Context: an optimization exercise on an open-source flow, tuned for small area, a short achievable clock period and few clock cycles per item. The choices shown serve that exercise and are no tape-out recipe. The RTL was checked by simulation tests, not by an equivalence proof against the original design. No activity file was given, so power comes from the tool's default toggle rates.

**constraint.sdc**
```tcl
create_clock -name core_clock -period 6.5 [get_ports {clk}]
set_input_delay 1.3000 -clock core_clock [delete_from_list [all_inputs] [get_ports {clk}]]
set_output_delay 1.3000 -clock core_clock [all_outputs]
set_load 0.01 [all_outputs]
```
**design.v**
```verilog
`default_nettype none
package rv64_isa_pkg;
  typedef enum logic [6:0] {
    op_imm    = 7'b0010011,
    op_imm_32 = 7'b0011011,
    op        = 7'b0110011,
    op_32     = 7'b0111011,
    lui       = 7'b0110111,
    auipc     = 7'b0010111,
    load      = 7'b0000011,
    store     = 7'b0100011,
    jal       = 7'b1101111,
    jalr      = 7'b1100111,
    branch    = 7'b1100011,
    system    = 7'b1110011
  } opcode_e;
  localparam logic [2:0] F3_ADD_SUB = 3'b000;
  localparam logic [2:0] F3_SLL     = 3'b001;
  localparam logic [2:0] F3_SLT     = 3'b010;
  localparam logic [2:0] F3_SLTU    = 3'b011;
  localparam logic [2:0] F3_XOR     = 3'b100;
  localparam logic [2:0] F3_SRL_SRA = 3'b101;
  localparam logic [2:0] F3_OR      = 3'b110;
  localparam logic [2:0] F3_AND     = 3'b111;
  localparam logic [2:0] F3_BEQ  = 3'b000;
  localparam logic [2:0] F3_BNE  = 3'b001;
  localparam logic [2:0] F3_BLT  = 3'b100;
  localparam logic [2:0] F3_BGE  = 3'b101;
  localparam logic [2:0] F3_BLTU = 3'b110;
  localparam logic [2:0] F3_BGEU = 3'b111;
  localparam logic [2:0] F3_MUL    = 3'b000;
  localparam logic [2:0] F3_MULH   = 3'b001;
  localparam logic [2:0] F3_MULHSU = 3'b010;
  localparam logic [2:0] F3_MULHU  = 3'b011;
  localparam logic [6:0] F7_MULDIV = 7'b0000001;
  typedef struct packed {
    logic [6:0] funct7;
    logic [4:0] rs2;
    logic [4:0] rs1;
    logic [2:0] funct3;
    logic [4:0] rd;
    opcode_e    opcode;
  } r_fields_t;
  typedef struct packed {
    logic [11:0] imm12;   
    logic [4:0]  rs1;
    logic [2:0]  funct3;
    logic [4:0]  rd;
    opcode_e     opcode;
  } i_fields_t;
  typedef union packed {
    r_fields_t r_view;
    i_fields_t i_view;
  } instr_u;
endpackage
`default_nettype wire
`default_nettype none
package exu_pkg;
  localparam int XLEN = 64;
  typedef logic [XLEN-1:0] xlen_t;
  typedef struct packed {
    logic sel_sum;    
    logic clr_lsb;    
    logic sel_shr;    
    logic sel_shl;    
    logic sel_p;      
    logic sel_g;      
    logic sel_cmp;    
    logic word;       
    logic sh_arith;   
    logic inv;        
    logic c_eq;       
    logic c_lts;      
    logic c_ltu;      
    logic c_inv;      
  } alu_ctl_t;
  typedef struct packed {
    logic a_neg;       
    logic corr;        
    logic take_high;   
    logic word;        
  } mul_req_t;
endpackage
`default_nettype wire
`default_nettype none
module alu_op_decode (
  input  wire [31:0]            instr_i,
  input  wire exu_pkg::xlen_t   src_a_i,
  input  wire exu_pkg::xlen_t   src_b_i,
  output exu_pkg::alu_ctl_t     ctl_o,
  output logic                  is_mul_o,
  output exu_pkg::mul_req_t     mul_req_o,
  output exu_pkg::xlen_t        op_a_o,
  output exu_pkg::xlen_t        op_b_o
);
  logic [6:0] opcode;
  logic [2:0] f3;
  logic [6:0] f7;
  logic       is_op, is_opimm, is_op32, is_opimm32;
  logic       alu_rr, alu_rr32;
  logic       muldiv, muldiv32;
  logic       rev_a, zext_w, sext_w, inv_a, lui;
  logic       wshift;
  logic       zero_op;   
  exu_pkg::xlen_t a_rev;
  assign opcode = instr_i[6:0];
  assign f3     = instr_i[14:12];
  assign f7     = instr_i[31:25];
  assign is_op      = (opcode == 7'b0110011);
  assign is_opimm   = (opcode == 7'b0010011);
  assign is_op32    = (opcode == 7'b0111011);
  assign is_opimm32 = (opcode == 7'b0011011);
  assign muldiv     = is_op   && (f7 == 7'b0000001);
  assign muldiv32   = is_op32 && (f7 == 7'b0000001);
  assign alu_rr     = (is_op || is_opimm) && !muldiv;
  assign alu_rr32   = (is_op32 || is_opimm32) && !muldiv32;
  assign lui        = (opcode == 7'b0110111);
  assign zero_op = (src_a_i == '0) || (src_b_i == '0);
  always_comb begin
    ctl_o    = '0;
    is_mul_o = 1'b0;
    mul_req_o = '0;
    rev_a    = 1'b0;
    zext_w   = 1'b0;
    sext_w   = 1'b0;
    inv_a    = 1'b0;
    wshift   = 1'b0;
    if (muldiv) begin
      if (!f3[2]) begin
        is_mul_o            = !zero_op;
        mul_req_o.a_neg     = (f3 == 3'd1 || f3 == 3'd2) && src_a_i[63];
        mul_req_o.corr      = (f3 == 3'd2 || f3 == 3'd3) && src_b_i[63];
        mul_req_o.take_high = (f3 != 3'd0);
      end
    end else if (muldiv32) begin
      if (f3 == 3'd0) begin
        is_mul_o       = !zero_op;
        mul_req_o.word = 1'b1;
      end
    end else if (alu_rr) begin
      case (f3)
        3'd0: begin
          ctl_o.sel_sum = 1'b1;
          inv_a         = is_op && f7[5];
          ctl_o.inv     = is_op && f7[5];
        end
        3'd1: begin
          ctl_o.sel_shl = 1'b1;
          rev_a         = 1'b1;
        end
        3'd2: begin
          ctl_o.sel_cmp = 1'b1;
          ctl_o.c_lts   = 1'b1;
          inv_a         = 1'b1;
        end
        3'd3: begin
          ctl_o.sel_cmp = 1'b1;
          ctl_o.c_ltu   = 1'b1;
          inv_a         = 1'b1;
        end
        3'd4: ctl_o.sel_p = 1'b1;
        3'd5: begin
          ctl_o.sel_shr  = 1'b1;
          ctl_o.sh_arith = instr_i[30];
        end
        3'd6: begin
          ctl_o.sel_p = 1'b1;
          ctl_o.sel_g = 1'b1;
        end
        default: ctl_o.sel_g = 1'b1;
      endcase
    end else if (alu_rr32) begin
      case (f3)
        3'd0: begin
          ctl_o.sel_sum = 1'b1;
          ctl_o.word    = 1'b1;
          inv_a         = is_op32 && f7[5];
          ctl_o.inv     = is_op32 && f7[5];
        end
        3'd1: begin
          ctl_o.sel_shl = 1'b1;
          ctl_o.word    = 1'b1;
          rev_a         = 1'b1;
          wshift        = 1'b1;
        end
        3'd5: begin
          ctl_o.sel_shr  = 1'b1;
          ctl_o.word     = 1'b1;
          ctl_o.sh_arith = f7[5];
          sext_w         = f7[5];
          zext_w         = !f7[5];
          wshift         = 1'b1;
        end
        default: ;
      endcase
    end else begin
      case (opcode)
        7'b0110111,                           
        7'b0010111, 7'b0000011,
        7'b0100011, 7'b1101111: ctl_o.sel_sum = 1'b1;
        7'b1100111: begin
          ctl_o.sel_sum = 1'b1;
          ctl_o.clr_lsb = 1'b1;
        end
        7'b1100011: begin
          inv_a = 1'b1;
          case (f3)
            3'd0: begin ctl_o.sel_cmp = 1'b1; ctl_o.c_eq  = 1'b1; end
            3'd1: begin ctl_o.sel_cmp = 1'b1; ctl_o.c_eq  = 1'b1; ctl_o.c_inv = 1'b1; end
            3'd4: begin ctl_o.sel_cmp = 1'b1; ctl_o.c_lts = 1'b1; end
            3'd5: begin ctl_o.sel_cmp = 1'b1; ctl_o.c_lts = 1'b1; ctl_o.c_inv = 1'b1; end
            3'd6: begin ctl_o.sel_cmp = 1'b1; ctl_o.c_ltu = 1'b1; end
            3'd7: begin ctl_o.sel_cmp = 1'b1; ctl_o.c_ltu = 1'b1; ctl_o.c_inv = 1'b1; end
            default: ;
          endcase
        end
        default: ;
      endcase
    end
  end
  always_comb begin
    for (int i = 0; i < exu_pkg::XLEN; i++) a_rev[i] = src_a_i[exu_pkg::XLEN-1-i];
  end
  always_comb begin
    if (lui)         op_a_o = '0;
    else if (rev_a)  op_a_o = a_rev;
    else if (zext_w) op_a_o = {32'd0, src_a_i[31:0]};
    else if (sext_w) op_a_o = {{32{src_a_i[31]}}, src_a_i[31:0]};
    else if (inv_a)  op_a_o = ~src_a_i;
    else             op_a_o = src_a_i;
  end
  always_comb begin
    op_b_o = src_b_i;
    if (wshift) op_b_o[5] = 1'b0;   
  end
endmodule
`default_nettype wire
`default_nettype none
module int_alu (
  input  wire exu_pkg::alu_ctl_t ctl_i,
  input  wire exu_pkg::xlen_t    op_a_i,
  input  wire exu_pkg::xlen_t    op_b_i,
  input  wire [5:0]              shamt_i,    
  input  wire                    fill_i,     
  output exu_pkg::xlen_t         result_o
);
  localparam int XLEN = exu_pkg::XLEN;
  exu_pkg::xlen_t sum;
  logic           cout;
  exu_pkg::xlen_t shr;
  exu_pkg::xlen_t shl;
  logic           eq, lt_u, lt_s, cond;
  exu_pkg::xlen_t res;
  assign {cout, sum} = {1'b0, op_a_i} + {1'b0, op_b_i};
  assign eq   = &(op_a_i ^ op_b_i);
  assign lt_u = cout;
  assign lt_s = (op_a_i[XLEN-1] != op_b_i[XLEN-1]) ? lt_u : !op_a_i[XLEN-1];
  assign cond = ((ctl_i.c_eq & eq) | (ctl_i.c_lts & lt_s) | (ctl_i.c_ltu & lt_u)) ^ ctl_i.c_inv;
  assign shr = XLEN'($signed({fill_i, op_a_i}) >>> shamt_i);
  always_comb begin
    for (int i = 0; i < XLEN; i++) shl[i] = shr[XLEN-1-i];
  end
  always_comb begin
    res = ({XLEN{ctl_i.sel_sum}} & {sum[XLEN-1:1] ^ {(XLEN-1){ctl_i.inv}},
                                     (sum[0] ^ ctl_i.inv) & !ctl_i.clr_lsb})
        | ({XLEN{ctl_i.sel_shr}} & shr)
        | ({XLEN{ctl_i.sel_shl}} & shl)
        | ({XLEN{ctl_i.sel_p}} & (op_a_i ^ op_b_i))
        | ({XLEN{ctl_i.sel_g}} & (op_a_i & op_b_i))
        | {{(XLEN-1){1'b0}}, ctl_i.sel_cmp & cond};
    result_o = ctl_i.word ? {{32{res[31]}}, res[31:0]} : res;
  end
endmodule
`default_nettype wire
`default_nettype none
module shift_add_mul (
  input  wire exu_pkg::xlen_t    mcand_i,     
  input  wire                    a_neg_i,
  input  wire [3:0]              one_i,       
  input  wire [3:0]              two_i,       
  input  wire [3:0]              neg_i,       
  input  wire [3:0]              one_h_i,     
  input  wire [3:0]              two_h_i,
  input  wire [3:0]              neg_h_i,
  input  wire                    first_i,     
  input  wire                    corr_i,      
  input  wire [66:0]             acc_s_i,
  input  wire [66:0]             acc_c_i,
  input  wire [7:0]              ret_s_i,
  input  wire [7:0]              ret_c_i,
  input  wire                    low_ci_i,
  output logic [66:0]            acc_s_o,
  output logic [66:0]            acc_c_o,
  output logic [7:0]             ret_s_o,
  output logic [7:0]             ret_c_o,
  output logic                   low_ci_o,
  output logic [7:0]             prod_bits_o,  
  output exu_pkg::xlen_t         high_s_o,     
  output exu_pkg::xlen_t         high_c_o      
);
  localparam int TW = 75;
  typedef logic [TW-1:0] vec_t;
  function automatic [TW-1:0] csa_s(input [TW-1:0] x, input [TW-1:0] y, input [TW-1:0] z);
    csa_s = x ^ y ^ z;
  endfunction
  function automatic [TW-1:0] csa_c(input [TW-1:0] x, input [TW-1:0] y, input [TW-1:0] z);
    csa_c = {((x & y) | (x & z) | (y & z)), 1'b0};
  endfunction
  logic [66:0] fs_i, fc_i;
  logic [7:0]  rs_i, rc_i;
  logic        lc_i;
  logic [65:0] a1, a2;
  logic [65:0] rb [4];
  logic        n3;
  vec_t        u [4];
  vec_t        s1, c1, s2, c2, s3, c3, xs, xc;
  assign fs_i = first_i ? (67'd1 << 66) : acc_s_i;
  assign fc_i = first_i ? 67'd0 : acc_c_i;
  assign rs_i = ret_s_i;
  assign rc_i = ret_c_i;
  assign lc_i = low_ci_i;
  assign a1   = {a_neg_i, a_neg_i, mcand_i};
  assign a2   = {a_neg_i, mcand_i, 1'b0};
  assign n3   = neg_i[3];
  always_comb begin
    for (int j = 0; j < 4; j++) begin
      rb[j] = (({{33{one_h_i[j]}}, {33{one_i[j]}}} & a1) |
               ({{33{two_h_i[j]}}, {33{two_i[j]}}} & a2)) ^ {{33{neg_h_i[j]}}, {33{neg_i[j]}}};
    end
    u[0] = {1'b0, 2'b11, 1'b0, 1'b1, 1'b0, 1'b1, 1'b0, !rb[0][65], rb[0][65], rb[0][64:0]};
    u[1] = {7'd0, !rb[1][65], rb[1][64:0], n3, neg_i[0]};
    u[2] = {5'd0, !rb[2][65], rb[2][64:0], n3, neg_i[1], n3, n3};
    u[3] = {3'd0, !rb[3][65], rb[3][64:0], n3, neg_i[2], n3, n3, n3, n3};
  end
  always_comb begin
    s1 = csa_s(vec_t'(fs_i), vec_t'(fc_i), u[0]);
    c1 = csa_c(vec_t'(fs_i), vec_t'(fc_i), u[0]) | vec_t'(n3);
    s2 = csa_s(u[1], u[2], u[3]);
    c2 = csa_c(u[1], u[2], u[3]) | vec_t'(n3);
    s3 = csa_s(s1, c1, s2);
    c3 = csa_c(s1, c1, s2) | vec_t'(n3);
    xs = csa_s(s3, c3, c2);
    xc = csa_c(s3, c3, c2) | vec_t'(n3);
  end
  always_comb begin
    acc_s_o  = xs[TW-1:8];
    acc_c_o  = xc[TW-1:8];
    ret_s_o  = xs[7:0];
    ret_c_o  = xc[7:0];
    {low_ci_o, prod_bits_o} = {1'b0, rs_i} + {1'b0, rc_i} + {8'd0, lc_i};
  end
  exu_pkg::xlen_t corr;
  always_comb begin
    corr     = corr_i ? mcand_i : 64'd0;
    high_s_o = acc_s_i[63:0] ^ acc_c_i[63:0] ^ corr;
    high_c_o = {((acc_s_i[62:0] & acc_c_i[62:0]) | (acc_s_i[62:0] & corr[62:0]) |
                 (acc_c_i[62:0] & corr[62:0])), low_ci_o};
  end
endmodule
module booth_enc (
  input  wire [7:0]  bits_i,
  input  wire        prev_i,
  output logic [3:0] one_o,
  output logic [3:0] two_o,
  output logic [3:0] neg_o
);
  logic [8:0] b;
  assign b = {bits_i, prev_i};
  always_comb begin
    for (int j = 0; j < 4; j++) begin
      one_o[j] = b[2*j+1] ^ b[2*j];
      two_o[j] = (b[2*j+2] & !b[2*j+1] & !b[2*j]) | (!b[2*j+2] & b[2*j+1] & b[2*j]);
      neg_o[j] = b[2*j+2] & !(b[2*j+1] & b[2*j]);
    end
  end
endmodule
`default_nettype wire
`default_nettype none
module exec_unit (
  input  wire                       clk,
  input  wire                       arst_n_i,
  input  wire                       valid_i,
  input  wire [31:0]                instr_i,
  input  wire [63:0]                src_a_i,
  input  wire [63:0]                src_b_i,
  output logic [63:0]               result_o,
  output logic                      done_o,
  output logic                      ready_o
);
  localparam int K      = 8;
  localparam int NSTEP  = 64 / K;
  localparam int NSTEPW = 32 / K;
  localparam int CNT_W  = $clog2(NSTEP);
  exu_pkg::alu_ctl_t ctl_d, ctl_q, ctl_hi;
  exu_pkg::mul_req_t mreq_d, mreq_q;
  exu_pkg::xlen_t    op_a_d, op_b_d, op_a_q, op_b_q;
  logic [5:0]        shamt_q;   
  exu_pkg::xlen_t    mcand_q;   
  logic              fill_q;    
  exu_pkg::xlen_t    alu_res;
  logic              is_mul;
  logic              accept, accept_mul;
  logic              busy_q;   
  logic              busy_d;
  logic              alu_v_q;
  logic              mul_run_q, mul_fin_q;
  logic              fin_low, fin_high;
  logic [CNT_W-1:0]  cnt_q;
  logic              last_step;
  logic [66:0]       acc_s_q, acc_c_q, acc_s_d, acc_c_d;
  logic [K-1:0]      ret_s_q, ret_c_q, ret_s_d, ret_c_d;
  logic              low_ci_q, low_ci_d;
  logic              first_q;
  logic [3:0]        one_d, two_d, neg_d, one_q, two_q, neg_q;
  logic [3:0]        one_h_q, two_h_q, neg_h_q;   
  logic [K-1:0]      prod_bits;
  exu_pkg::xlen_t    high_s, high_c;
  exu_pkg::xlen_t    low_next;
  alu_op_decode alu_op_decode_inst (
    .instr_i   (instr_i),
    .src_a_i   (src_a_i),
    .src_b_i   (src_b_i),
    .ctl_o     (ctl_d),
    .is_mul_o  (is_mul),
    .mul_req_o (mreq_d),
    .op_a_o    (op_a_d),
    .op_b_o    (op_b_d)
  );
  assign accept     = valid_i & !busy_q;
  assign accept_mul = accept & is_mul;
  assign fin_low  = mul_fin_q & !mreq_q.take_high;
  assign fin_high = mul_fin_q & mreq_q.take_high;
  always_comb begin
    ctl_hi         = '0;
    ctl_hi.sel_sum = 1'b1;
  end
  always_ff @(posedge clk) begin
    if (!busy_q) begin
      op_b_q  <= op_b_d;
      mreq_q  <= mreq_d;
      mcand_q <= src_a_i;
    end else if (fin_high) begin
      op_b_q  <= high_c;
    end else begin
      op_b_q  <= low_next;
    end
    op_a_q  <= busy_q ? high_s : op_a_d;
    ctl_q   <= busy_q ? ctl_hi : ctl_d;
    shamt_q <= op_b_d[5:0];
    fill_q  <= ctl_d.sh_arith & op_a_d[63];
  end
  assign last_step = mul_run_q &&
                     (cnt_q == (mreq_q.word ? CNT_W'(NSTEPW - 1) : CNT_W'(NSTEP - 1)));
  shift_add_mul shift_add_mul_inst (
    .mcand_i     (mcand_q),
    .a_neg_i     (mreq_q.a_neg),
    .one_i       (one_q),
    .two_i       (two_q),
    .neg_i       (neg_q),
    .one_h_i     (one_h_q),
    .two_h_i     (two_h_q),
    .neg_h_i     (neg_h_q),
    .first_i     (first_q),
    .corr_i      (mreq_q.corr),
    .acc_s_i     (acc_s_q),
    .acc_c_i     (acc_c_q),
    .ret_s_i     (ret_s_q),
    .ret_c_i     (ret_c_q),
    .low_ci_i    (low_ci_q),
    .acc_s_o     (acc_s_d),
    .acc_c_o     (acc_c_d),
    .ret_s_o     (ret_s_d),
    .ret_c_o     (ret_c_d),
    .low_ci_o    (low_ci_d),
    .prod_bits_o (prod_bits),
    .high_s_o    (high_s),
    .high_c_o    (high_c)
  );
  assign low_next = {prod_bits, op_b_q[63:K]};
  booth_enc booth_enc_inst (
    .bits_i (busy_q ? op_b_q[2*K-1:K] : src_b_i[K-1:0]),
    .prev_i (busy_q & op_b_q[K-1]),
    .one_o  (one_d),
    .two_o  (two_d),
    .neg_o  (neg_d)
  );
  always_ff @(posedge clk) begin
    acc_s_q  <= acc_s_d;
    acc_c_q  <= acc_c_d;
    ret_s_q  <= ret_s_d;
    ret_c_q  <= ret_c_d;
    low_ci_q <= !first_q & low_ci_d;
    one_q    <= one_d;
    two_q    <= two_d;
    neg_q    <= neg_d;
    one_h_q  <= {4{busy_q | accept_mul}} & one_d;
    two_h_q  <= {4{busy_q | accept_mul}} & two_d;
    neg_h_q  <= {4{busy_q | accept_mul}} & neg_d;
    first_q  <= accept_mul;
    cnt_q    <= accept_mul ? '0 : cnt_q + 1'b1;
  end
  assign busy_d = accept_mul | (mul_run_q & !(last_step & !mreq_q.take_high));
  always_ff @(posedge clk or negedge arst_n_i) begin
    if (!arst_n_i) begin
      mul_run_q <= 1'b0;
      mul_fin_q <= 1'b0;
      ready_o   <= 1'b0;
      busy_q    <= 1'b1;
    end else begin
      mul_run_q <= accept_mul | (mul_run_q & !last_step);
      mul_fin_q <= last_step;
      ready_o   <= !busy_d;
      busy_q    <= busy_d;
    end
  end
  int_alu int_alu_inst (
    .ctl_i    (ctl_q),
    .op_a_i   (op_a_q),
    .op_b_i   (op_b_q),
    .shamt_i  (shamt_q),
    .fill_i   (fill_q),
    .result_o (alu_res)
  );
  always_ff @(posedge clk) begin
    if (fin_low) begin
      result_o <= mreq_q.word ? {{32{low_next[63]}}, low_next[63:32]} : low_next;
    end else begin
      result_o <= alu_res;
    end
  end
  always_ff @(posedge clk or negedge arst_n_i) begin
    if (!arst_n_i) begin
      alu_v_q <= 1'b0;
      done_o  <= 1'b0;
    end else begin
      alu_v_q <= (accept & !is_mul) | fin_high;
      done_o  <= alu_v_q | fin_low;
    end
  end
endmodule
`default_nettype wire
```
**config.mk**
```make
export PLATFORM = sky130hd
export DESIGN_NAME = exec_unit
export DESIGN_NICKNAME = exec_unit
export VERILOG_FILES = /design/flow/design.v
export SDC_FILE = /design/flow/constraint.sdc
export NUM_CORES = 4
export LEC_CHECK = 0
export ABC_AREA = 1
export CAP_MARGIN = 20
export CORE_MARGIN = 10
export CORE_UTILIZATION = 35
export PLACE_DENSITY = 0.6
export SETUP_SLACK_MARGIN = 3.5
export SLEW_MARGIN = 20
```
**run.sh**
```bash
#!/bin/bash
# synth_recipe.tcl (not shown) runs the flow's synth.tcl, then flattens the netlist and writes it again
# the make line also repeats each setting of config.mk as NAME=value (left out here)
make -C /OpenROAD-flow-scripts/flow DESIGN_CONFIG=/design/flow/config.mk WORK_HOME=/design/flow/orfs CLKGATE_MAP_FILE= SYNTH_SCRIPT=/design/flow/synth_recipe.tcl finish
```
==> results.json, run 1 <==
{
  "drc_errors": 0,
  "routed-via-count": 44400,
  "yosys_warnings": 7,
  "core_sq_um": 122000,
  "synthTopCellsByArea": "dfxtp_1 (18%), fa_1 (15%), nand2_1 (12%), inv_1 (9.3%), nand3_1 (8.6%)",
  "clk_latency_ps": 720,
  "dieArea_sq_um": 137000,
  "crit_start": "op_a_q[35]$_DFF_P_",
  "arrival_ps": 3680,
  "grt_use_met3_pct": 6.61,
  "synth-edff-count": 68,
  "p_int_uw": 7170,
  "required_ps": 7080,
  "globalRoute.busiestLayer": "met2",
  "syn_area_sq_um": 42700,
  "combinationalPowerShare_pct": 45.2,
  "hold_viol": 0,
  "slew_violations": 0,
  "slew-limit-headroom_pct": 33.9,
  "outcome": "timing/DRC/antenna clean",
  "cts_buffers": 55,
  "synthToLayoutAreaGrowth_pct": 16.8,
  "grtUsageMet1_pct": 37.7,
  "yosysUniqueCellTypes": 53,
  "die_h_um": 369,
  "clock_path_buffers": 3,
  "routed_wl_mm": 213,
  "synth_top_area_cell": "dfxtp_1",
  "async_flop_share_pct": 1.30,
  "setup_slack_ps": 3400,
  "regToRegSetupSlack_ps": 3400,
  "io_buffer_count": 213,
  "peakVddDrop_mv": 0.251,
  "p_seq_share_pct": 28.4,
  "fin_crit_sh_pct": 47.7,
  "synth_cells": 6220,
  "power_density_nw_per_um2": 254,
  "cap_violations": 0,
  "start_util_pct": 35.2,
  "min_period_ps": 3100,
  "grt_use_total_pct": 30.0,
  "routedWlPerCell_um": 26.8,
  "finalSetupViolCount": 0,
  "ys_ff_latch": 460,
  "p_clk_share_pct": 26.4,
  "max_freq_ghz": 0.323,
  "drt_first_iter_violations": 5883,
  "grt_pass1_wl_mm": 301,
  "use_met2_pct": 46.5,
  "grt_max_degree": 139,
  "drive_gt1_share_pct": 8.01,
  "cts.htree.levels": 2,
  "clk_pin_slew_ps": 60,
  "reg2reg_from": "op_a_q[35]$_DFF_P_",
  "drtAntennaViolNets": 0,
  "yosysTopAreaCellShare_pct": 18.1,
  "overflow": 0,
  "postSynthAreaPerCell_sq_um": 6.87,
  "yosys-top-cells-count": "nand2_1 (1394), inv_1 (1057), nand3_1 (733), nor2_1 (401), dfxtp_1 (386)",
  "boundaryPins": 229,
  "synth_ff_type": "dfxtp_1",
  "clock_sinks": 460,
  "end_kind": "register",
  "swShare_pct": 43.3,
  "final_core_util_pct": 41.1,
  "worst_slew_pin_slew_ps": 991,
  "fillers": 12700,
  "hold_class": "reg2reg",
  "setup.worst_path.class": "reg2reg",
  "worstSetupStartpointType": "register",
  "cts_hold_buffers": 0,
  "synth-seq-area-share_pct": 23.2,
  "synth_nets": 6796,
  "skew_ps": 69.6,
  "antenna_found_initial": 14,
  "cts_tree": "yes",
  "power_uw": 12700,
  "place_ws_ps": 1890,
  "fin_nets": 6856,
  "first_pass_iters": 7,
  "place_inst": 7798,
  "grt_pass1_vias": 42900,
  "dp_hpwl_mm": 166,
  "rsz0062_at_grt": "true",
  "clock-root-buffer": "clkbuf_16",
  "worst_hold_startpoint": "cnt_q[0]$_SDFF_PP0_",
  "die-width_um": 369,
  "p_sw_uw": 5480,
  "cp_max_fo": 5,
  "synth_most_common_cell": "nand2_1",
  "final_cell_count_no_fill": 7956,
  "place.gp.congestion": 1.04,
  "vias_per_cell": 5.59,
  "fin_tns_setup_ps": 0,
  "rows": 128,
  "p_leak_uw": 0.0241
}
==> worst max-delay path, stage by stage (launching register included) <==
cell	delay (ps)
dfxtp_1	610
ha_2	430
nand2_1	140
inv_1	50
nand2_1	70
nand2_1	70
nand2_1	70
nand2_1	110
nand2_1	110
nand3_1	120
a21oi_2	290
nand2_1	210
nand2_1	120
nand2_1	50
nand2_1	70
nand3_2	120
nand2_1	150
nand2_1	70
nand2_1	120
==> stage by stage <==
stage / instance area, sq um / hold WS, ps
after CTS: 49000 / 422
after floorplan: 42700 / 399
after global routing: 49900 / 440
after global placement: 46100 / 408
final: 49900 / 422
after detailed placement: 46100 / 413
==> kinds of logic after synthesis <==
family	count (synthesis)	synth area share, %
xor gates and xnor gates	355	7.27
and+or+nand+nor	2694	26.8
DFF	460	23.2
buffers and inverters	1393	12.6
adders and majority gates	413	17.8
AOI/OAI and AO/OA	904	12.3
muxes	1	0.0263
==> worst paths after layout <==
path                                  endpoint  depth (start not counted)
setup / recovery           result_o[0]$_DFF_P_                         18
hold / removal             cnt_q[0]$_SDFF_PP0_                          1
setup reg to reg           result_o[0]$_DFF_P_                         18
hold reg to reg            cnt_q[0]$_SDFF_PP0_                          1
max in group asynchronous     busy_q$_DFF_PN1_                          1
min in group asynchronous    alu_v_q$_DFF_PN0_                          1
==> power groups by stage <==
stage | clock network (uW) | registers [uW] | logic (uW)
after detailed placement | 0 | 3630 | 5530
after global placement | 0 | 3630 | 5410
after global routing | 3500 | 3620 | 6410
after CTS | 3410 | 3580 | 5580
after floorplan | 0 | 3510 | 3380
final | 3350 | 3600 | 5720
==> flip-flops by register name, indices dropped and copies added, names as in the netlist, 6 cells and up <==
register and cells:
op_a_q 64, ret_s_q 8, ret_c_q 8, result_o 64, acc_s_q 64, mcand_q 64, shamt_q 6, ctl_q 13
op_b_q 64, acc_c_q 65
==> cell usage in the layout (no fill, tap or decap), types with 57 or more instances in the layout <==
master	synthesis	final
nor2_1	401	381
clkdlybuf4s50_1	0	187
xor2_1	330	327
a21oi_1	316	297
o21ai_0	185	171
fa_1	327	327
clkbuf_16	0	58
nand3_1	733	717
buf_4	13	57
edfxtp_1	68	68
inv_1	1057	1042
nand2_1	1394	1369
dfxtp_1	386	303
dfxtp_2	0	68
o22ai_1	262	262
==> routing by layer <==
| layer | wire length [um] | up-vias |
|---|---|---|
| met5 | 136 | - |
| met4 | 16600 | 14 |
| met3 | 23000 | 606 |
| met2 | 92800 | 2667 |
| met1 | 80700 | 21200 |
| li1 | - | 20000 |
==> area by class of cell <==
| class | instances | area (sq um) | area share [%] |
|---|---|---|---|
| multi-input cells | 4369 | 28300 | 56.6 |
| flip-flops and latches | 460 | 10100 | 20.2 |
| inverters | 1070 | 4090 | 8.20 |
| repair buffers | 318 | 3450 | 6.91 |
| well taps | 1625 | 2030 | 4.07 |
| clock buffers | 68 | 1510 | 3.02 |
| clock inverters | 36 | 434 | 0.870 |
| repair inverters | 6 | 62.6 | 0.125 |
| diodes | 4 | 10.0 | 0.0201 |
==> repair_timing <==
item	4_1_cts	5_1_grt
gates resized for setup	161	236
gates cloned	11	6
setup endpoints to repair	251	177
buffers inserted	22	11
pin swaps	14	20
Testbench counts, summed over its fixed seeds: cycles 23,029, items 16,000.
==> run 2: changes to the inputs <==
--- a/config.mk
+++ b/config.mk
@@ -10,3 +10,3 @@
 export CORE_MARGIN = 10
-export CORE_UTILIZATION = 35
+export CORE_UTILIZATION = 45
 export PLACE_DENSITY = 0.6
==> run 2 against run 1 <==
  * Largest cell class unchanged
  * First-iteration DRC count rose by 5.0%
  * Design area fell by 0.13%
  * Synthesized cell count did not move
  * Via count rose by 2.2%
  * Combinational power rose by 3.7%
  * Sequential power barely moved
  * Final cell count fell by 4.5%
  * Fmax rose by 1.5%
==> results.json, run 2 <==
{
  "p_sw_uw": 5550,
  "postSynthAreaPerCell_sq_um": 6.87,
  "r2r_cells": 16,
  "start_util_pct": 45.6,
  "fillers": 9424,
  "worst_hold_startpoint": "cnt_q[0]$_SDFF_PP0_",
  "drive_gt1_share_pct": 8.80,
  "grt_pass1_wl_mm": 308,
  "synth_top_area_cell": "dfxtp_1",
  "core_sq_um": 93700,
  "drtAntennaViolNets": 0,
  "synth_most_common_cell": "nand2_1",
  "cts_buffers": 56,
  "p_int_uw": 7220,
  "largest_reg_flops": 65,
  "syn_area_sq_um": 42700,
  "grt_use_total_pct": 39.7,
  "cts_hold_buffers": 0,
  "clock_sinks": 460,
  "peakVddDrop_mv": 0.290,
  "ys_ff_latch": 460,
  "regMostFlops": "acc_c_q",
  "combinationalPowerShare_pct": 46.4,
  "clock-root-buffer": "clkbuf_16",
  "clk_pin_slew_ps": 60,
  "crit_family": "simple AND/OR/NAND/NOR gates",
  "cap_violations": 0,
  "yosys_warnings": 7,
  "overflow": 0,
  "dp_hpwl_mm": 171,
  "boundaryPins": 229,
  "holdPathStages": 1,
  "crit_buf_inv": 3,
  "place_ws_ps": 1240,
  "p_seq_share_pct": 28.4,
  "clock_path_buffers": 3,
  "yosys-top-cells-count": "nand2_1 (1394), inv_1 (1057), nand3_1 (733), nor2_1 (401), dfxtp_1 (386)",
  "cpMaxStageDelayCell": "clkdlybuf4s50_1",
  "rows": 112,
  "cp_num_cells": 9,
  "regToRegSetupSlack_ps": 3510,
  "synth_cells": 6220,
  "swShare_pct": 43.4,
  "p_leak_uw": 0.0242,
  "min_period_ps": 3050,
  "cts.htree.levels": 2,
  "hold_viol": 0,
  "grt_max_degree": 79,
  "yosysTopAreaCellShare_pct": 18.1,
  "setup.worst_path.class": "in2reg",
  "clk_latency_ps": 700,
  "reg2reg_from": "op_b_q[32]$_DFF_P_",
  "p_clk_share_pct": 25.2,
  "outcome": "timing/DRC/antenna clean",
  "fin_nets": 6866,
  "final_core_util_pct": 53.2,
  "grt_pass1_vias": 43200,
  "worst_slew_pin_slew_ps": 1030,
  "final_cell_mix": "nand2_1 (1363), inv_1 (1049), nand3_1 (711)",
  "place.gp.congestion": 1.07,
  "synthTopCellsByArea": "dfxtp_1 (18%), fa_1 (15%), nand2_1 (12%), inv_1 (9.3%), nand3_1 (8.6%)",
  "cts_tree": "yes",
  "hold-path-endpoint": "cnt_q[0]$_SDFF_PP0_",
  "hold_class": "reg2reg",
  "slew-limit-headroom_pct": 31.1,
  "rsz0062_at_grt": "true",
  "required_ps": 7010,
  "async_flop_share_pct": 1.30,
  "synth-seq-area-share_pct": 23.2,
  "drt_first_iter_violations": 6176,
  "power_density_nw_per_um2": 256,
  "fin_tns_setup_ps": 0,
  "slew_violations": 0,
  "antenna_found_initial": 13,
  "cp_max_fo": 7,
  "yosysUniqueCellTypes": 53,
  "dieArea_sq_um": 108000,
  "setup_slack_ps": 3450,
  "die_h_um": 328,
  "final_common_cell": "nand2_1",
  "synth-edff-count": 68,
  "io_buffer_count": 213,
  "critPathMaxStageDelay_ps": 700,
  "synthToLayoutAreaGrowth_pct": 16.6,
  "routed-via-count": 45400,
  "arrival_ps": 3560,
  "vias_per_cell": 5.97,
  "r2r_end": "result_o[57]$_DFF_P_",
  "die-width_um": 328,
  "post_dp_cell_area_sq_um": 45600,
  "skew_ps": 47.3,
  "first_pass_iters": 7,
  "synth_nets": 6796,
  "final_cell_count_no_fill": 7601,
  "drc_errors": 0,
  "path_cells": "clkdlybuf4s50_1 > nor4_1 > nand4_1 > nor3_1 > nand3_1 > nand4_1 > buf_4 > buf_4 > a21boi_0",
  "end_kind": "register",
  "finalSetupViolCount": 0,
  "max_freq_ghz": 0.327,
  "final_area_sq_um": 49800,
  "routed_wl_mm": 223,
  "synth_ff_type": "dfxtp_1",
  "fin_crit_sh_pct": 47.0,
  "worstSetupStartpointType": "input port",
  "routedWlPerCell_um": 29.3,
  "place_inst": 7426
}
-- run 2: cell counts after synthesis --
No cell type changed its count.
-- run 2: repair_timing --
| item | in CTS | in global routing |
|---|---|---|
| gates resized for setup | 237 | 241 |
| buffers inserted | 18 | 23 |
| pin swaps | 10 | 28 |
| endpoints found under the setup margin | 284 | 138 |
| gates cloned | 4 | 15 |
-- run 2: power groups by stage --
| stage | combinational (uW) | sequential (uW) | clock, uW |
|---|---|---|---|
| after floorplan | 3380 | 3510 | 0 |
| after global placement | 5500 | 3640 | 0 |
| after detailed placement | 5600 | 3650 | 0 |
| after CTS | 5720 | 3590 | 3250 |
| after global routing | 6550 | 3640 | 3350 |
| final | 5930 | 3630 | 3220 |
-- run 2: kinds of logic (layout without fill, tap and decap cells) --
family	count (synthesis)	in the layout	share of synthesized area (%)
buf+inv	1393	1509	12.6
other cells	0	9	0
flops	460	460	23.2
fa+ha+maj	413	413	17.8
mux	1	1	0.0263
xor+xnor	355	355	7.27
simple gates	2694	2695	26.8
compound gates	904	905	12.3
-- run 2: cell type report --
class,instances,area (sq um),area share [%]
Timing Repair Buffer,326,3460,6.94
Sequential cell,460,10100,20.3
Clock inverter,20,224,0.449
Inverter,1070,4110,8.24
Clock buffer,86,1620,3.24
Multi-Input combinational cell,4369,28600,57.4
Tap cell,1254,1570,3.15
Antenna cell,9,22.5,0.0452
Timing Repair inverter,7,108,0.216
-- run 2: stage by stage --
stage          power, uW  hold WS [ps]
6_report           12800           433
2_1_floorplan       6900           399
3_5_place_dp        9240           413
4_1_cts            12600           427
5_1_grt            13500           438
3_3_place_gp        9150           410
-- run 2: layer usage --
layer	track usage, %	vias up	wire length [um]
met5	0	-	92
met4	30.4	14	21200
met3	9.01	707	23200
met2	60.8	2970	96600
met1	48.1	21700	81800
li1	-	20000	-
-- run 2: worst register-to-register path, stage by stage (launching register included) --
cell     delay (ps)
dfxtp_4         470
ha_2            360
nand2_1         150
inv_1            60
nand2_1          60
nand2_1         120
inv_1            80
nand2_1         250
nand2_1         130
nand2_1         120
a21oi_2         220
nand2_1          70
nand2_1          60
nand3_1         240
nand3_1         190
nand2_1          80
a21oi_2         240
-- run 2: worst max path at each step --
stage	start	end	slack (ps)
detailed placement	instr_i[30]	op_a_q[51]$_DFF_P_	1240
finish	src_a_i[63]	one_h_q[2]$_DFF_P_	3450
global placement	instr_i[30]	op_a_q[51]$_DFF_P_	990
floorplan	neg_q[1]$_DFF_P_	acc_s_q[17]$_DFF_P_	3580
CTS	instr_i[28]	op_a_q[51]$_DFF_P_	3470
global route	instr_i[14]	op_a_q[16]$_DFF_P_	3440
==> run 3: changes to the inputs <==
--- a/config.mk
+++ b/config.mk
@@ -10,4 +10,4 @@
 export CORE_MARGIN = 10
-export CORE_UTILIZATION = 45
-export PLACE_DENSITY = 0.6
+export CORE_UTILIZATION = 40
+export PLACE_DENSITY = 0.65
 export SETUP_SLACK_MARGIN = 3.5
==> run 3 against run 2 <==
  * Sequential power about the same
  * Combinational power decreased by 3%
  * Worst setup slack got worse by 41 ps
  * Synthesized area unchanged
  * Via count is 0.17% lower
  * Non-clock buffer count increased by 47
  * Clock power is 2% higher
  * Worst hold slack got worse by 10 ps
  * Still clean
  * Largest cell class unchanged
==> results.json, run 3 <==
{
  "dieArea_sq_um": 120000,
  "slew-limit-headroom_pct": 27.8,
  "antenna_found_initial": 13,
  "synth-edff-count": 68,
  "cap_violations": 0,
  "cts.htree.levels": 2,
  "clock-root-buffer": "clkbuf_16",
  "drtAntennaViolNets": 0,
  "yosysTopAreaCellShare_pct": 18.1,
  "clk_latency_ps": 700,
  "required_ps": 7000,
  "path_cells": "inv_1 > nand2_1 > buf_4 > inv_1 > buf_4 > a221oi_1 > nand3_1 > a21oi_1 > a21oi_1",
  "drt_first_iter_violations": 5780,
  "holdWs_ps": 423,
  "clock_path_buffers": 3,
  "yosys_warnings": 7,
  "cts_buffers": 55,
  "synthTopCellsByArea": "dfxtp_1 (18%), fa_1 (15%), nand2_1 (12%), inv_1 (9.3%), nand3_1 (8.6%)",
  "routed-via-count": 45300,
  "io_buffer_count": 213,
  "synthToLayoutAreaGrowth_pct": 18.0,
  "power_density_nw_per_um2": 251,
  "synthSimpleGateAreaFrac_pct": 26.8,
  "grt_pass1_vias": 42700,
  "postSynthAreaPerCell_sq_um": 6.87,
  "grt_max_degree": 145,
  "grt_pass1_wl_mm": 298,
  "finalSetupViolCount": 0,
  "largest_reg_flops": 65,
  "p_leak_uw": 0.0245,
  "worstSetupStartpointType": "register",
  "regMostFlops": "acc_c_q",
  "async_flop_share_pct": 1.30,
  "routedWlPerCell_um": 27.4,
  "min_period_ps": 3100,
  "setup.worst_path.class": "reg2reg",
  "slew_violations": 0,
  "peakVddDrop_mv": 0.244,
  "synth_nets": 6796,
  "cts_tree": "yes",
  "die-width_um": 347,
  "post_dp_cell_area_sq_um": 45900,
  "overflow": 0,
  "drc_errors": 0,
  "synth-seq-area-share_pct": 23.2,
  "yosysUniqueCellTypes": 53,
  "final_area_sq_um": 50400,
  "dp_hpwl_mm": 165,
  "syn_area_sq_um": 42700,
  "rows": 119,
  "core_sq_um": 106000,
  "end_kind": "register",
  "final_cell_mix": "nand2_1 (1367), inv_1 (1033), nand3_1 (718)",
  "synth_top_area_cell": "dfxtp_1",
  "place.gp.congestion": 1.09,
  "final_common_cell": "nand2_1",
  "boundaryPins": 229,
  "hold_viol": 0,
  "critPathMaxStageDelay_ps": 600,
  "hold_class": "reg2reg",
  "cp_max_fo": 39,
  "clock_sinks": 460,
  "grt_use_total_pct": 33.5,
  "cpMaxStageDelayCell": "a221oi_1",
  "first_pass_iters": 7,
  "yosys.area_share.xor_xnor_pct": 7.27,
  "synthAdderAreaFrac_pct": 17.8,
  "drive_gt1_share_pct": 9.45,
  "start_util_pct": 40.4,
  "outcome": "timing/DRC/antenna clean",
  "die_h_um": 347,
  "crit_family": "buffers and inverters",
  "routed_wl_mm": 213,
  "clk_pin_slew_ps": 60,
  "place_inst": 7573,
  "rsz0062_at_grt": "true",
  "vias_per_cell": 5.82,
  "synth_top_family_by_area": "simple AND/OR/NAND/NOR gates",
  "fin_crit_sh_pct": 47.6,
  "arrival_ps": 3590,
  "crit_buf_inv": 4,
  "skew_ps": 49.7,
  "synth_compound_area_share_pct": 12.3,
  "final_cell_count_no_fill": 7786,
  "synth_cells": 6220,
  "ys_ff_latch": 460,
  "worst_slew_pin_slew_ps": 1080,
  "synth_ff_type": "dfxtp_1",
  "fin_nets": 6918,
  "synth_most_common_cell": "nand2_1",
  "muxShareOfSynthArea_pct": 0.0263,
  "max_freq_ghz": 0.323,
  "fin_tns_setup_ps": 0,
  "yosys-top-cells-count": "nand2_1 (1394), inv_1 (1057), nand3_1 (733), nor2_1 (401), dfxtp_1 (386)"
}
-- run 3: cell count changes in the layout (fill, tap and decap cells not counted), moves of 9 or more --
cell / delta
clkinvlp_4: +13
dlymetal6s2s_1: +9
inv_1: -16
ha_2: +9
buf_4: +29
dlygate4sd2_1: -9
ha_4: -15
a21oi_1: +12
a21oi_2: -13
buf_12: +10
dfxtp_1: +12
clkbuf_1: -11
-- run 3: worst paths after layout --
kind / depth (start not counted) / to / startpoint / slack, ps
worst max-delay path: 9 / result_o[22]$_DFF_P_ / mreq_q[1]$_SDFFCE_PP0N_ / 3400
worst min-delay path: 1 / cnt_q[0]$_SDFF_PP0_ / cnt_q[0]$_SDFF_PP0_ / 420
worst max register to register: 9 / result_o[22]$_DFF_P_ / mreq_q[1]$_SDFFCE_PP0N_ / 3400
worst min register to register: 1 / cnt_q[0]$_SDFF_PP0_ / cnt_q[0]$_SDFF_PP0_ / 420
max in group asynchronous: 1 / busy_q$_DFF_PN1_ / arst_n_i / 5310
min in group asynchronous: 1 / done_o$_DFF_PN0_ / arst_n_i / 880
-- run 3: timing repair --
action,4_1_cts,5_1_grt
endpoints found under the setup margin,247,193
hold buffers,0,0
resized for setup,170,273
pin swaps,10,48
buffers inserted,26,49
gates cloned,7,21
-- run 3: logic make-up after synthesis --
group           after synthesis
buf+inv                    1393
flops                       460
fa+ha+maj                   413
compound gates              904
mux                           1
xor+xnor                    355
simple gates               2694
-- run 3: per-stage QoR --
stage	utilization (%)	total power [uW]	worst slack (ps)
finish	47.7	12700	3400
global route	47.7	13500	3370
CTS	46.1	12500	3450
detailed placement	43.4	9130	1720
global placement	43.4	9000	1740
floorplan	-	6900	3580
-- run 3: cell type report --
class | instances | area [sq um]
fill | 10800 | 55300
multi-input combinational | 4371 | 28400
sequential | 460 | 10100
inverter | 1070 | 4150
timing repair buffer | 373 | 3990
tap | 1391 | 1740
clock buffer | 82 | 1670
clock inverter | 22 | 231
timing repair inverter | 11 | 90.1
antenna | 6 | 15.0
-- run 3: power by group --
group          total (uW)  internal [uW]  leakage, uW  switching (uW)
clock                3280           1840     0.000943            1440
sequential           3610           3340      0.00401             264
combinational        5760           1980       0.0195            3780
total               12700           7170       0.0245            5490
-- run 3: metal layers --
metal / GRT usage [%] / up-vias / part of all wire (%)
li1: - / 20100 / -
met1: 42.5 / 21600 / 38
met2: 52.1 / 2960 / 43
met3: 6.74 / 658 / 11
met4: 20.7 / 12 / 8.0
met5: 0 / - / 0.034
-- run 3: worst register-to-register path: cells and delay by family (launching register included) --
family / cells / cell delay, ps
DFF: 1 / 430
AOI/OAI and AO/OA: 3 / 960
and+or+nand+nor: 2 / 390
buffers and inverters: 4 / 1120
==> run 4: changes to the inputs <==
--- a/design.v
+++ b/design.v
@@ -285,3 +285,3 @@
   input  wire                    first_i,     
-  input  wire                    corr_i,      
+  input  wire                    fin_ci_i,    
   input  wire [66:0]             acc_s_i,
@@ -342,3 +342,3 @@
     xs = csa_s(s3, c3, c2);
-    xc = csa_c(s3, c3, c2) | vec_t'(n3);
+    xc = csa_c(s3, c3, c2) | vec_t'(n3 | fin_ci_i);
   end
@@ -351,9 +351,4 @@
   end
-  exu_pkg::xlen_t corr;
-  always_comb begin
-    corr     = corr_i ? mcand_i : 64'd0;
-    high_s_o = acc_s_i[63:0] ^ acc_c_i[63:0] ^ corr;
-    high_c_o = {((acc_s_i[62:0] & acc_c_i[62:0]) | (acc_s_i[62:0] & corr[62:0]) |
-                 (acc_c_i[62:0] & corr[62:0])), low_ci_o};
-  end
+  assign high_s_o = xs[63:0];
+  assign high_c_o = xc[63:0];
 endmodule
@@ -463,3 +458,3 @@
     .first_i     (first_q),
-    .corr_i      (mreq_q.corr),
+    .fin_ci_i    (mul_fin_q & low_ci_d),
     .acc_s_i     (acc_s_q),
@@ -480,4 +475,5 @@
   booth_enc booth_enc_inst (
-    .bits_i (busy_q ? op_b_q[2*K-1:K] : src_b_i[K-1:0]),
-    .prev_i (busy_q & op_b_q[K-1]),
+    .bits_i (last_step ? {7'd0, mreq_q.corr} :
+             busy_q ? op_b_q[2*K-1:K] : src_b_i[K-1:0]),
+    .prev_i (!last_step & busy_q & op_b_q[K-1]),
     .one_o  (one_d),
--- a/config.mk
+++ b/config.mk
@@ -11,3 +11,3 @@
 export CORE_UTILIZATION = 40
-export PLACE_DENSITY = 0.65
+export PLACE_DENSITY = 0.6
 export SETUP_SLACK_MARGIN = 3.5
==> run 4 against run 3 <==
  * Still clean
  * Power grew 21%
  * Sequential power is essentially flat
  * Design area grew 6.0%
  * Die area shrank 3.5%
  * Fmax shrank 5.3%
  * Utilization grew 4.7 points
  * Global-route usage grew 4.5 points
  * Synthesized cell count shrank 2.2%
  * Sequential cell count is the same
  * Count of clock-buffer cells in the layout shrank 14
  * Worst setup slack lost 170 ps
  * Worst hold slack is essentially flat
==> results.json, run 4 <==
{
  "synth_cells": 6083,
  "power_density_nw_per_um2": 286,
  "largest_reg_flops": 65,
  "clock_path_buffers": 3,
  "slew_violations": 0,
  "rsz0062_at_grt": "true",
  "postSynthAreaPerCell_sq_um": 6.77,
  "routed-via-count": 46400,
  "setup.worst_path.class": "reg2reg",
  "clock_sinks": 460,
  "dieArea_sq_um": 116000,
  "synth-edff-count": 68,
  "holdPathStages": 1,
  "ys_ff_latch": 460,
  "antenna_found_initial": 30,
  "synth_nets": 6596,
  "die_h_um": 341,
  "multi_input_area_sq_um": 29500,
  "fin_crit_sh_pct": 50.3,
  "r2r_cells": 10,
  "worstSetupStartpointType": "register",
  "final_common_cell": "nand2_1",
  "die-width_um": 341,
  "hold-path-endpoint": "cnt_q[0]$_SDFF_PP0_",
  "required_ps": 7080,
  "start_util_pct": 40.4,
  "routed_wl_mm": 240,
  "worst_slew_pin_slew_ps": 1080,
  "place.gp.congestion": 1.09,
  "yosys_warnings": 7,
  "drc_errors": 0,
  "synthTopCellsByArea": "dfxtp_1 (19%), fa_1 (13%), nand2_1 (12%), inv_1 (9.3%), nand3_1 (9.1%)",
  "cts_tree": "yes",
  "async_flop_share_pct": 1.30,
  "end_kind": "register",
  "final_area_sq_um": 53400,
  "regMostFlops": "acc_c_q",
  "synthToLayoutAreaGrowth_pct": 29.8,
  "io_buffer_count": 213,
  "max_freq_ghz": 0.306,
  "yosys-top-cells-count": "nand2_1 (1349), inv_1 (1020), nand3_1 (752), nor2_1 (412), dfxtp_1 (386)",
  "final_cell_mix": "nand2_1 (1270), inv_1 (893), nand3_1 (737)",
  "synth-seq-area-share_pct": 24.1,
  "min_period_ps": 3270,
  "fin_nets": 6871,
  "skew_ps": 54.7,
  "boundaryPins": 229,
  "vias_per_cell": 5.96,
  "outcome": "timing/DRC/antenna clean",
  "grt_pass1_vias": 41900,
  "overflow": 0,
  "drive_gt1_share_pct": 19.3,
  "synth_ff_type": "dfxtp_1",
  "peakVddDrop_mv": 0.632,
  "register_area_sq_um": 10100,
  "clk_pin_slew_ps": 70,
  "clk_latency_ps": 720,
  "core_sq_um": 102000,
  "routedWlPerCell_um": 30.8,
  "drt_first_iter_violations": 6636,
  "fin_tns_setup_ps": 0,
  "first_pass_iters": 7,
  "cap_violations": 0,
  "syn_area_sq_um": 41200,
  "cp_max_fo": 23,
  "r2r_end": "op_b_q[54]$_DFF_P_",
  "reg2reg_from": "one_h_q[1]$_DFF_P_",
  "cts_buffers": 56,
  "hold_viol": 0,
  "yosysUniqueCellTypes": 56,
  "grt_use_total_pct": 38.0,
  "worst_hold_startpoint": "cnt_q[0]$_SDFF_PP0_",
  "p_leak_uw": 0.0250,
  "arrival_ps": 3840,
  "grt_max_degree": 68,
  "hold_class": "reg2reg",
  "yosysTopAreaCellShare_pct": 18.8,
  "regToRegSetupSlack_ps": 3230,
  "rows": 117,
  "post_dp_cell_area_sq_um": 44300,
  "clock-root-buffer": "clkbuf_16",
  "grt_pass1_wl_mm": 318,
  "slew-limit-headroom_pct": 27.9,
  "cts.htree.levels": 2,
  "synth_top_area_cell": "dfxtp_1",
  "fillers": 9784,
  "finalSetupViolCount": 0,
  "synth_most_common_cell": "nand2_1",
  "drtAntennaViolNets": 0,
  "dp_hpwl_mm": 181
}
-- run 4: worst max-delay path, cell delays in order (launching register included) --
cell and delay, ps:
dfxtp_4 390, clkinvlp_4 120, buf_6 210, o22ai_1 290, xor2_1 240, fa_1 490
fa_1 520, inv_1 50, fa_2 420, o21ai_4 280, o21ai_1 100
-- run 4: metal layers --
| metal | vias up | wire length [um] | global-route usage [%] |
|---|---|---|---|
| met1 | 22200 | 90900 | 48.6 |
| met5 | - | 179 | 0 |
| met2 | 3246 | 98600 | 54.6 |
| li1 | 20000 | - | - |
| met3 | 864 | 28500 | 11.2 |
| met4 | 24 | 21600 | 25.9 |
-- run 4: where the power goes --
| part | switching, uW | total, uW | internal (uW) |
|---|---|---|---|
| sequential | 283 | 3620 | 3340 |
| combinational | 4950 | 8210 | 3260 |
| clock | 1520 | 3450 | 1930 |
-- run 4: area by class of cell --
cell class	count	area share (%)
clock inverters	38	0.777
clock buffers	68	2.96
inverters	1037	7.77
multi-input cells	4268	55.2
repair buffers	534	11.1
repair inverters	1	0.0164
well taps	1368	3.20
diodes	10	0.0468
flip-flops and latches	460	18.9
-- run 4: worst max path at each step --
stage	start	end	slack, ps	depth (start not counted)
final	one_h_q[1]$_DFF_P_	op_b_q[54]$_DFF_P_	3230	10
after global routing	one_h_q[0]$_DFF_P_	op_b_q[51]$_DFF_P_	3220	12
after CTS	one_h_q[0]$_DFF_P_	op_b_q[55]$_DFF_P_	3310	12
after detailed placement	src_b_i[17]	two_h_q[1]$_DFF_P_	1900	7
after global placement	instr_i[14]	op_a_q[63]$_DFF_P_	1940	17
after floorplan	neg_q[3]$_DFF_P_	op_b_q[38]$_DFF_P_	3500	9
-- run 4: logic make-up after synthesis --
family	after synthesis	share of synthesized area, %
multiplexers	1	0.0273
AO/OA/AOI/OAI	906	12.8
buffers and inverters	1358	12.8
XOR/XNOR	351	7.47
AND/OR/NAND/NOR	2657	27.4
adder cells (fa/ha/maj)	350	15.4
flip-flops	460	24.1
-- run 4: what timing repair did --
action	CTS	global route
setup endpoints to repair	310	233
hold buffers	0	0
gates cloned	11	18
setup buffers	73	143
resized for setup	504	658
pin swaps	144	306
-- run 4: per-stage QoR --
step                      util, %  total power [uW]  setup WS, ps  hold WS [ps]  instances
after floorplan                 -              7020          3500           399       6083
after global placement       43.4              9720          1940           410       7423
after detailed placement     43.4              9790          1900           420       7423
after CTS                    48.1             13900          3310           428       7613
after global routing         52.3             15900          3220           452       7774
final                        52.4             15300          3230           423       7784
Testbench counts of run 4, summed over its fixed seeds: cycles 23,029, items 16,000.
==> run 5: changes to the inputs <==
--- a/config.mk
+++ b/config.mk
@@ -12,3 +12,3 @@
 export PLACE_DENSITY = 0.6
-export SETUP_SLACK_MARGIN = 3.5
+export SETUP_SLACK_MARGIN = 3.6
 export SLEW_MARGIN = 20
==> run 5 against run 4 <==
  * Final cell count rose by 0.54%
  * Routed wire length fell by 2.4%
  * Global-route usage down 0.41 points
  * Synthesized cell count is the same
  * Clock power decreased by 2%
  * Largest cell class unchanged
  * Largest power group unchanged
  * Highest routed layer unchanged
==> results.json, run 5 <==
{
  "rows": 117,
  "grt_pass1_wl_mm": 317,
  "yosys-top-cells-count": "nand2_1 (1349), inv_1 (1020), nand3_1 (752), nor2_1 (412), dfxtp_1 (386)",
  "boundaryPins": 229,
  "arrival_ps": 3850,
  "cts.htree.levels": 2,
  "outcome": "timing/DRC/antenna clean",
  "finalSetupViolCount": 0,
  "syn_area_sq_um": 41200,
  "skew_ps": 38.9,
  "synth_top_family_by_area": "simple AND/OR/NAND/NOR gates",
  "synth_nets": 6596,
  "synth_cells": 6083,
  "slew_violations": 0,
  "vias_per_cell": 5.95,
  "synth_top_area_cell": "dfxtp_1",
  "final_common_cell": "nand2_1",
  "drt_first_iter_violations": 6538,
  "cp_max_fo": 8,
  "synth-seq-area-share_pct": 24.1,
  "fin_tns_setup_ps": 0,
  "yosysUniqueCellTypes": 56,
  "routed-via-count": 46600,
  "clock_sinks": 460,
  "clock-root-buffer": "clkbuf_16",
  "overflow": 0,
  "power_density_nw_per_um2": 280,
  "antenna_found_initial": 24,
  "place.gp.congestion": 1.10,
  "synthSimpleGateAreaFrac_pct": 27.4,
  "grt_use_total_pct": 37.6,
  "fin_crit_sh_pct": 50.5,
  "clk_latency_ps": 720,
  "setup_slack_ps": 3220,
  "max_freq_ghz": 0.304,
  "largest_reg_flops": 65,
  "yosys.area_share.xor_xnor_pct": 7.47,
  "synthToLayoutAreaGrowth_pct": 33.5,
  "dp_hpwl_mm": 174,
  "synthAdderAreaFrac_pct": 15.4,
  "grt_pass1_vias": 42900,
  "clk_pin_slew_ps": 80,
  "slew-limit-headroom_pct": 25.5,
  "yosysTopAreaCellShare_pct": 18.8,
  "synth_ff_type": "dfxtp_1",
  "p_leak_uw": 0.0259,
  "cts_buffers": 55,
  "first_pass_iters": 9,
  "yosys_warnings": 7,
  "dieArea_sq_um": 116000,
  "drtAntennaViolNets": 0,
  "setup.worst_path.class": "reg2reg",
  "die-width_um": 341,
  "core_sq_um": 102000,
  "hold_class": "reg2reg",
  "synth-edff-count": 68,
  "worstSetupStartpointType": "register",
  "async_flop_share_pct": 1.30,
  "cap_violations": 0,
  "start_util_pct": 40.4,
  "peakVddDrop_mv": 0.420,
  "worst_slew_pin_slew_ps": 1120,
  "rsz0062_at_grt": "true",
  "routed_wl_mm": 234,
  "postSynthAreaPerCell_sq_um": 6.77,
  "end_kind": "register",
  "synth_compound_area_share_pct": 12.8,
  "final_cell_mix": "nand2_1 (1268), inv_1 (868), nand3_1 (730)",
  "io_buffer_count": 213,
  "die_h_um": 341,
  "holdWs_ps": 428,
  "place_ws_ps": 1920,
  "drive_gt1_share_pct": 21.8,
  "fin_nets": 6918,
  "ys_ff_latch": 460,
  "required_ps": 7070,
  "grt_max_degree": 80,
  "regMostFlops": "acc_c_q",
  "clock_path_buffers": 3,
  "muxShareOfSynthArea_pct": 0.0273,
  "synth_most_common_cell": "nand2_1",
  "routedWlPerCell_um": 29.9,
  "drc_errors": 0,
  "min_period_ps": 3280,
  "hold_viol": 0,
  "synthTopCellsByArea": "dfxtp_1 (19%), fa_1 (13%), nand2_1 (12%), inv_1 (9.3%), nand3_1 (9.1%)",
  "cts_tree": "yes"
}
## run 5: kinds of logic (layout without fill, tap and decap cells)
| logic type | Yosys count | count (layout) |
|---|---|---|
| AND/OR/NAND/NOR | 2657 | 2662 |
| XOR/XNOR | 351 | 351 |
| AO/OA/AOI/OAI | 906 | 906 |
| flip-flops | 460 | 460 |
| adder cells (fa/ha/maj) | 350 | 350 |
| multiplexers | 1 | 1 |
| other | 0 | 6 |
| buffers and inverters | 1358 | 1722 |
## run 5: worst max-delay path, cell delays in order, from the launching register on
cell and delay (ps):
edfxtp_1 350, inv_1 430, o22ai_4 140, xor2_2 170
fa_1 530, inv_2 50, fa_1 580, inv_2 50
fa_2 510, o21ai_2 240, o21ai_1 100
## run 5: stage by stage
stage                     power (uW)  util [%]  cells  cell area (sq um)
after global routing           16000      53.9   7821              55000
after global placement          9710      43.4   7416              44300
after CTS                      14600      50.3   7693              51400
final                          15400      53.9   7826              55000
after floorplan                 7020         -   6083              41200
after detailed placement        9790      43.4   7416              44300
## run 5: final cells by class
| class | count | area (sq um) |
|---|---|---|
| timing repair inverter | 1 | 7.51 |
| clock buffer | 72 | 1550 |
| inverter | 1037 | 4150 |
| tap | 1368 | 1710 |
| timing repair buffer | 580 | 6520 |
| multi-input combinational | 4270 | 30500 |
| antenna | 6 | 15.0 |
| sequential | 460 | 10100 |
| fill | 9579 | 47100 |
| clock inverter | 32 | 364 |
## run 5: worst paths after layout
check                      slack [ps]  cells past startpoint             endpoint                   from
max in group asynchronous        5360                      1     busy_q$_DFF_PN1_               arst_n_i
max                              3220                     10   op_b_q[38]$_DFF_P_  mcand_q[37]$_DFFE_PN_
min reg2reg                       430                      1  cnt_q[0]$_SDFF_PP0_    cnt_q[0]$_SDFF_PP0_
max reg2reg                      3220                     10   op_b_q[38]$_DFF_P_  mcand_q[37]$_DFFE_PN_
min                               430                      1  cnt_q[0]$_SDFF_PP0_    cnt_q[0]$_SDFF_PP0_
min in group asynchronous         840                      1     done_o$_DFF_PN0_               arst_n_i
## run 5: routing by layer
layer / part of all wire (%) / global-route usage [%] / vias up
met5: 0.058 / 0 / -
met4: 10 / 29.4 / 22
met3: 12 / 10.5 / 928
met2: 42 / 55.0 / 3254
met1: 36 / 46.2 / 22300
li1: - / - / 20100
## run 5: timing repair
item	4_1_cts	5_1_grt
hold buffers	0	0
buffers inserted	156	119
cloned	17	8
pin swaps	342	230
setup endpoints to repair	342	313
gates resized for setup	918	587
## run 5: report_power, final
group	internal (uW)	switching, uW
Combinational	3430	4920
Clock	1900	1480
Sequential	3340	296

[what the ideal ports hide]
How much do the figures lean on ideal ports? The routed layouts below were timed once more, with nothing changed but the port constraints. Step 1 (the two cells are an assumption about what drives the block):
set clk [get_ports {clk}]
set_driving_cell -lib_cell sky130_fd_sc_hd__clkbuf_16 $clk
set_driving_cell -lib_cell sky130_fd_sc_hd__buf_2 [delete_from_list [all_inputs] $clk]
Step 2 times the ports against the registers' clock, not the clock port: input delays grow and output delays shrink by t, the midpoint of the rising clock arrivals with the driver on. Slacks: ideal / step 1 / step 2; pairs: ideal / step 1.
run | t (ns) | setup slack, ns | worst hold slack (ns) | worst setup path after step 2 | clock arrival spread, ns
run 1 | 0.768 | 3.400 / 3.400 / 2.805 | 0.422 / 0.422 / 0.422 | input to register | 0.071 / 0.071
run 2 | 0.750 | 3.446 / 3.491 / 2.740 | 0.433 / 0.433 / 0.433 | input to register | 0.049 / 0.049
run 3 | 0.757 | 3.405 / 3.405 / 2.698 | 0.423 / 0.423 / 0.423 | input to register | 0.050 / 0.050
run 4 | 0.761 | 3.232 / 3.232 / 2.688 | 0.423 / 0.423 / 0.423 | input to register | 0.056 / 0.056
run 5 | 0.776 | 3.215 / 3.215 / 2.803 | 0.428 / 0.428 / 0.428 | input to register | 0.039 / 0.039
After both steps setup and hold are still met in every run listed. For run 3, which loses most, drivers alone change the setup slack by 0.000 ns; drivers and shift together by -0.707 ns.
